From an optimization exercise on the open Yosys and OpenROAD flow, aimed at small area, a short achievable clock period and few clock cycles; shortcuts taken in it are not production practice. Power figures rest on the tool's default switching activity, not on a simulated workload.

## 02-24
==> flow/design.v <==
module mesh_top (
    input  logic        clock,
    input  logic        reset,
    input  logic        block_all_paths,
    input  logic [3:0]  req_valid,
    input  logic [71:0] req,
    output logic [3:0]  req_ready,
    output logic [3:0]  recv_valid,
    output logic [3:0]  recv_last,
    output logic [7:0]  recv_src,
    output logic [31:0] recv_data
);
    logic [3:0]      s_vld;
    logic [3:0]      s_last;
    logic [3:0][1:0] s_src;
    logic [3:0][7:0] s_data;
    logic [3:0][7:0] s_left;
    logic [3:0][3:0] want;     
    logic [3:0][3:0] grant;    
    logic [3:0]      sink_free;
    always_comb
    begin
        for (int d = 0; d < 4; d++)
        begin
            sink_free[d] = !s_vld[d] || s_last[d];
        end
        for (int s = 0; s < 4; s++)
        begin
            for (int d = 0; d < 4; d++)
            begin
                want[s][d] = (s != d) && req_valid[s] && req[18*s+16 +: 2] == d;
            end
        end
        for (int s = 0; s < 4; s++)
        begin
            for (int d = 0; d < 4; d++)
            begin
                grant[s][d] = want[s][d] && sink_free[d] && !block_all_paths;
                for (int o = 0; o < s; o++)
                begin
                    if (want[o][d])
                        grant[s][d] = 1'b0;
                end
            end
        end
        for (int s = 0; s < 4; s++)
        begin
            req_ready[s] = |grant[s];
        end
    end
    always_ff @(posedge clock)
    begin
        for (int d = 0; d < 4; d++)
        begin
            logic       ld;
            logic [1:0] ls;
            logic [7:0] ll;
            logic [7:0] lf;
            ld = 1'b0;
            ls = 2'd0;
            ll = 8'd0;
            lf = 8'd0;
            for (int s = 0; s < 4; s++)
            begin
                if (grant[s][d])
                begin
                    ld = 1'b1;
                    ls |= s[1:0];
                    ll |= req[18*s+8 +: 8];
                    lf |= req[18*s +: 8];
                end
            end
            if (reset)
            begin
                s_vld[d]  <= 1'b0;
                s_last[d] <= 1'b0;
            end
            else if (ld)
            begin
                s_vld[d]  <= 1'b1;
                s_last[d] <= ll == 8'd1;
            end
            else if (s_last[d])
            begin
                s_vld[d]  <= 1'b0;
                s_last[d] <= 1'b0;
            end
            else if (s_vld[d])
            begin
                s_last[d] <= s_left[d] == 8'd2;
            end
            if (ld)
            begin
                s_src[d]  <= ls;
                s_data[d] <= lf;
                s_left[d] <= ll;
            end
            else
            begin
                s_data[d] <= s_data[d] + 8'd1;
                s_left[d] <= s_left[d] - 8'd1;
            end
        end
    end
    assign recv_valid = s_vld;
    assign recv_last  = s_last;
    for (genvar d = 0; d < 4; d++)
    begin : g_out
        assign recv_src[2*d +: 2]  = s_src[d];
        assign recv_data[8*d +: 8] = s_data[d];
    end
endmodule
Settings: LEC_CHECK=0, CAP_MARGIN=20, CORE_MARGIN=2, CORE_UTILIZATION=40, SETUP_SLACK_MARGIN=1.5, SLEW_MARGIN=20; clock period 3.8 ns.
run.sh (not shown) runs the stock make flow with config.mk's settings and CLKGATE_MAP_FILE= SYNTH_SCRIPT=/design/flow/synth_recipe.tcl, a recipe that flattens the netlist after the stock synthesis.
Here is what was changed in the inputs of 05-14 compared with 02-24.
Settings: a deleted SETUP_SLACK_MARGIN that had been 1.5.
==> flow/flow/run.sh (new file) <==
#!/bin/bash
# Standard layout, with every port buffered by a plain buf_1 instead of the
# cell buffer_ports picks on its own (a slow clkdlybuf4s50_1).
set -euo pipefail
bash standard.sh "BUFFER_PORTS_ARGS=-buffer_cell sky130_fd_sc_hd__buf_1" finish > standard_flow.log 2>&1
==> flow/standard.sh (new file) <==
#!/bin/bash
# synth_recipe.tcl (not shown) runs the flow's synth.tcl, then flattens the netlist and writes it again
# the make line also repeats each setting of config.mk as NAME=value (left out here)
make -C /OpenROAD-flow-scripts/flow DESIGN_CONFIG=/design/flow/config.mk WORK_HOME=/design/flow/orfs CLKGATE_MAP_FILE= SYNTH_SCRIPT=/design/flow/synth_recipe.tcl "${@:-finish}"
removed: flow/run.sh
- In the metrics for 05-14 and 02-24, the one carrying the lower power after layout is 05-14.
- Delta (05-14 minus 02-24): met3 track demand over resource in global routing saw an increase; global routing met1 resource utilization went down; highest clock rate -12%.
- Of 05-14 and 02-24, the lower worst setup slack belongs to 05-14.
- Summary — fraction of layout instances using a drive strength above 1, 05-14 relative to 02-24: lower, by 9.4 points.
- Compared with 02-24, 05-14 shows a proportion of cell area spent on the clock network that is 1.5 points higher.
No run of this note included a check of the RTL's function; only the layout flow was run.

---

## v52
mesh_top, a different RTL version from the one above (not shown whole).
Size in the first run: ~510 cells after synthesis, about 130 I/O pins, ~0.0050 mm^2 of cells after synthesis.
Design mesh_top, start of the top module:
module mesh_top (
    input  logic        clock,
    input  logic        reset,
    input  logic        block_all_paths,
    input  logic [3:0]  req_valid,
    input  logic [71:0] req,
    output logic [3:0]  req_ready,
    output logic [3:0]  recv_valid,
    output logic [3:0]  recv_last,
    output logic [7:0]  recv_src,
    output logic [31:0] recv_data
);
    logic [3:0]      s_vld;
    logic [3:0]      s_last;
    logic [3:0][1:0] s_src;
    logic [3:0][7:0] s_data;
    logic [3:0][7:0] s_left;
    logic [3:0][3:0] take;
    logic [3:0]      ready;    
    logic [3:0][3:0] want;     
    logic [3:0][3:0] grant;    
    logic [3:0]      load;
    logic [3:0]      free_next;
    always_comb
    begin
        for (int s = 0; s < 4; s++)
        begin
            for (int d = 0; d < 4; d++)
            begin
                want[s][d] = (s != d) && req_valid[s] && !ready[s]
                             && req[18*s+16 +: 2] == d;
            end
        end
        for (int d = 0; d < 4; d++)
        begin
            load[d] = take[0][d] || take[1][d] || take[2][d] || take[3][d];
            free_next[d] = !load[d] && (!s_vld[d] || s_last[d] || s_left[d] == 8'd2);
        end
  ...
clock: 3.8 ns
lec_check: 0
cap_margin: 20
core_margin: 2
core_utilization: 40
setup_slack_margin: 2.5
slew_margin: 20
tns_end_percent: 0
standard.sh (not shown) runs the stock make flow with config.mk's settings and CLKGATE_MAP_FILE= SYNTH_SCRIPT=/design/flow/synth_recipe.tcl, a recipe that flattens the netlist after the stock synthesis.
==> flow/flow/run.sh <==
#!/bin/bash
# Standard layout with two changes: every port is buffered by a plain buf_1
# (buffer_ports otherwise picks a slow clkdlybuf4s50_1), and clock tree
# synthesis adds no dummy load cells.
set -euo pipefail
bash standard.sh \
    "BUFFER_PORTS_ARGS=-buffer_cell sky130_fd_sc_hd__buf_1" \
    "CTS_ARGS=-sink_clustering_enable -repair_clock_nets -dont_use_dummy_load -buf_list sky130_fd_sc_hd__clkbuf_8" \
    finish > standard_flow.log 2>&1
v52 finished every step from synthesis to the final layout, and the layout passed the timing, design-rule and antenna checks.
The following lists how v36 was set up differently from v52:
Settings: a change of SETUP_SLACK_MARGIN from 2.5 to 2.2; a deleted TNS_END_PERCENT that had been 0.
Notes after the runs:
v36: total design power higher than v52
v36 vs v52, final non-filler cell area went up by 18%.
Going from v52 to v36, clock share of power now sits lower; total sequential power now sits at about the same level.
Post-synthesis to final-layout area growth, v52 and v36: lower on v52
Compared to v52, the routing of v36 uses more wire.
For v54, these inputs were changed with respect to v36:
Settings: changing CORE_UTILIZATION from 40 to 55; changing SETUP_SLACK_MARGIN from 2.2 to 2.1; setting TNS_END_PERCENT to 0 for the first time.
Notes after the runs:
- Of v36 and v54, the higher required time of the worst setup path belongs to v54.
- Taking v36 over v54, the final cell count ratio works out to 1.16.
- Diff v36 -> v54: overall global routing resource usage picked up an extra 5.8 points, length of routed wiring on met1 fell 9.8%.
### v54 -> v59
Settings: SETUP_SLACK_MARGIN changed from 2.1 to 2.0; TNS_END_PERCENT removed (was 0); CORE_UTILIZATION changed from 55 to 40.
==> comparison <==
v59 finished all stages; the layout is clean.
Comparing v54 and v59, the higher post-route clock period utilization was measured on v59.
Taking v54 as the reference, in v59 final area rose by 1.6%, clock slew seen by the registers of the worst setup and hold paths fell by 20 ps.
No functional check of the RTL was part of any run of this note.

---

Setup of red:
Another version of the RTL of mesh_top (not shown whole).
Size: roughly 130 I/O pins, about 5000 um2 of cells after synthesis.
Settings: LEC_CHECK=0, CAP_MARGIN=20, CORE_MARGIN=2, CORE_UTILIZATION=40, SETUP_SLACK_MARGIN=2.2, SLEW_MARGIN=20, TNS_END_PERCENT=10; clock period 3.8 ns.
Scripts as last shown in full above: flow/flow/run.sh
Looking at the reports, red completed the entire flow and the layout it produced met the timing, design-rule and antenna checks.
Input changes introduced in blue (baseline for comparison: red):
- CORE_UTILIZATION changed from 40 to 50
- TNS_END_PERCENT changed from 10 to 0
--- outcome ---
blue: no failed stages, no open violations at the end
Maximum fanout along the worst path came out exactly the same in red and blue.
Total power (blue over red): decrease, 3.0%
| final area | blue vs red | better |
red and blue ended up with roughly the same portion of total power attributed to the clock network.
blue: worst setup timing slack at the placement stage 0.017 ns above red
Looking only at global-route track usage on met3, and setting everything else aside, the higher value of red and blue goes to red.
Compared with red, blue instantiates a smaller number of cells.
Max power drawn by the sequential cells across red and blue: red
The uppermost layer routed comes out met4 in one run and met5 in the other, namely in blue and red respectively.
blue against red; number of global-route vias before repair is down by a few percent.
blue ends up with a global routing met2 resource utilization that is 4.5 points higher than in red.
No run of this note included a check of the RTL's function; only the layout flow was run.

## separate check: timing with driven ports
In the flow no input, the clock included, has a driving cell. The finished layouts below were timed again as built, in two steps. Step 1 sets driving cells, clkbuf_16 on the clock port and buf_2 on the other inputs (assumed; they add their load-dependent delay and slew). Step 2 adds t to the input delays and takes it off the output delays; t is the mean of the earliest and latest rising clock arrival at the registers after step 1. Input paths then give back, and output paths get back, about the clock's delay inside the block. a / b / c = ideal ports / drivers / drivers and shift; a / b = the first two.
run	t (ns)	setup slack, ns	hold slack, ns	worst register clock-pin slew, ns
02-24	0.382	1.188 / 1.142 / 1.142	0.498 / 0.498 / 0.498	0.07 / 0.07
05-14	0.373	0.826 / 0.803 / 0.803	0.505 / 0.505 / 0.505	0.06 / 0.06
v52	0.394	2.108 / 2.090 / 1.725	0.472 / 0.472 / 0.472	0.10 / 0.10
v36	0.403	2.076 / 2.043 / 1.717	0.505 / 0.505 / 0.505	0.10 / 0.10
v54	0.391	2.010 / 2.010 / 1.679	0.502 / 0.502 / 0.502	0.11 / 0.11
v59	0.392	1.979 / 1.986 / 1.594	0.504 / 0.504 / 0.504	0.09 / 0.09
red	0.412	1.895 / 1.895 / 1.689	0.465 / 0.465 / 0.465	0.10 / 0.10
blue	0.382	1.907 / 1.907 / 1.617	0.466 / 0.466 / 0.466	0.09 / 0.09
After both steps every run listed still meets setup and hold. The setup slack of v59, which loses most, moves by +0.007 ns with the drivers and by -0.385 ns with both steps.
